From an optimization exercise on the open Yosys and OpenROAD flow, aimed at small area; shortcuts taken in it are not production practice.
Only simulation tests tie the RTL to the original design; equivalence was not proved.

## 10-19
## board_top
module board_top (
  input  logic                   clk_125,
  input  logic                   rst_n_i,
  input  logic                   host_stb_i,
  input  logic                   host_we_i,
  input  logic [32/8-1:0]   host_sel_i,
  input  logic [31:0]            host_adr_i,
  input  logic [32-1:0]     host_dat_i,
  output logic                   host_ack_o,
  output logic                   host_err_o,
  output logic [32-1:0]     host_dat_o,
  output logic [80-1:0] zdok0_out_o,
  output logic [80-1:0] zdok0_oe_o,
  input  logic [80-1:0] zdok0_in_i,
  output logic [80-1:0] zdok1_out_o,
  output logic [80-1:0] zdok1_oe_o,
  input  logic [80-1:0] zdok1_in_i,
  output logic [8-1:0]  led_o
);
==> flow/config.mk <==
export PLATFORM = sky130hd
export DESIGN_NAME = board_top
export DESIGN_NICKNAME = board_top
export VERILOG_FILES = /design/flow/design.v
export SDC_FILE = /design/flow/constraint.sdc
export NUM_CORES = 4
export LEC_CHECK = 0
export CAP_MARGIN = 20
export CORE_AREA = 2.3 2.72 199.08 198.56
export DIE_AREA = 0 0 201.4 201.4
export SLEW_MARGIN = 20
export SYNTH_HIERARCHICAL = 1
==> flow/constraint.sdc <==
create_clock -name core_clock -period 8.0 [get_ports {clk_125}]
set_input_delay 1.6000 -clock core_clock [delete_from_list [all_inputs] [get_ports {clk_125}]]
set_output_delay 1.6000 -clock core_clock [all_outputs]
set_load 0.01 [all_outputs]
standard.sh (not shown) runs the stock make flow with config.mk's settings and CLKGATE_MAP_FILE= SYNTH_SCRIPT=/design/flow/synth_recipe.tcl, a recipe that flattens the netlist after the stock synthesis.
==> flow/flow/run.sh <==
#!/bin/bash
# The standard layout, with two changes: port buffers use the smallest buffer
# cell, and clock tree synthesis uses small clkbuf_4 leaf clusters and no
# dummy loads.
set -euo pipefail
export BUFFER_PORTS_ARGS="-buffer_cell sky130_fd_sc_hd__buf_1"
export CTS_ARGS="-sink_clustering_enable -repair_clock_nets -dont_use_dummy_load -buf_list sky130_fd_sc_hd__clkbuf_4 -sink_clustering_size 10 -sink_clustering_max_diameter 40"
bash standard.sh > standard.log 2>&1
## Diff of input files: 07-15 against 10-19
diff --git a/flow/design.v b/flow/design.v
--- a/flow/design.v
+++ b/flow/design.v
@@ -704,39 +704,37 @@
   assign idx    = host_adr_i[15:2];
   assign pg_sys = page == 16'h0000;
   assign pg_z0  = page == 16'h0001;
   assign pg_z1  = page == 16'h0002;
   assign mapped = pg_sys | pg_z0 | pg_z1;
   assign gp_ok  = idx[13:4] == '0;
   assign kind   = idx[3:2];
   assign word   = idx[1:0];
   logic p1_q, ack_q, idle;
   logic [TMO_W-1:0] tmo_q;
   logic err_q;
   logic hole;
-  logic tmo_fb;
-  assign tmo_fb = tmo_q[5] ^ tmo_q[4] ^ (tmo_q[4:0] == 5'd0);
   assign idle = !p1_q && !ack_q;
   assign hole = host_stb_i && idle && !mapped;
   always_ff @(posedge clk_125) begin
     if (!rst_n_i) begin
       p1_q  <= 1'b0;
       ack_q <= 1'b0;
       tmo_q <= '0;
       err_q <= 1'b0;
     end else begin
       p1_q  <= host_stb_i && idle && mapped;
       ack_q <= p1_q;
-      err_q <= hole && (tmo_q == 6'b100000);
-      tmo_q <= hole ? {tmo_q[4:0], tmo_fb} : '0;
+      err_q <= hole && (tmo_q == TMO_W'(64 - 1));
+      tmo_q <= hole ? tmo_q + 1'b1 : '0;
     end
   end
   assign host_ack_o = ack_q;
   assign host_err_o = err_q;
   logic [DW-1:0]      scratch_q;
   logic [3-1:0] rate_q;
   logic [GW-1:0]      out0_q, oe0_q, out1_q, oe1_q;
   logic [GW-1:0]      in0_q, in1_q;
   logic           wr;
   logic [DW-1:0]  wdat;
   logic [3:0]     scr_en;
   logic           rate_en;
Results
Against 10-19, 07-15 comes in 1.0 points higher on worst slew margin relative to its limit.
Diff 10-19 -> 07-15: transition at the pin with the smallest max-transition slack decreased 0.015 ns, simple-gate share of the synthesized area essentially unchanged.
Number of violations reported at the end of detailed-routing iteration 0 was higher in 07-15 than in 10-19.
Run comparison: 10-19 master of the slowest instance on the critical path sky130_fd_sc_hd__nor3_2; 07-15 master of the slowest instance on the critical path sky130_fd_sc_hd__nor4bb_1
Compared 10-19 against 07-15; proportion of cell area occupied by multi-input gates within noise.
07-15 vs. 10-19: count of plain and timing-repair buffers now smaller; post-route cell area about even.
Compared 10-19 against 07-15; share of synthesized area occupied by flip-flops and latches within noise.
Count of flip-flops and latches delta (07-15 -> 10-19): insignificant
07-15 ended up with host_adr_i[29] as its source of the critical timing path; 10-19 ended up with host_adr_i[19].

[static timing again, ports no longer ideal]
The flow's constraints put no driver on any port. The routed layouts listed below were extracted and timed again, unchanged, in two steps.
Step 1 (the two cells are an assumption about what drives the block):
set clk [get_ports {clk_125}]
set_driving_cell -lib_cell sky130_fd_sc_hd__clkbuf_16 $clk
set_driving_cell -lib_cell sky130_fd_sc_hd__buf_2 [delete_from_list [all_inputs] $clk]
Step 2 times the ports against the registers' clock, not the clock port: input delays grow and output delays shrink by t, the midpoint of the rising clock arrivals with the driver on.
Three values: ideal ports, drivers, drivers and shift; two values: the first two.
| run | t, ns | setup slack, ns | slew at the worst register clock pin (ns) |
|---|---|---|---|
| 10-19 | 0.814 | 3.770 / 3.806 / 2.992 | 0.11 / 0.11 |
| 07-15 | 0.828 | 3.420 / 3.455 / 2.627 | 0.11 / 0.11 |
After both steps setup and hold are still met in every run listed. The setup slack of 07-15, which loses most, moves by +0.035 ns with the drivers and by -0.793 ns with both steps.
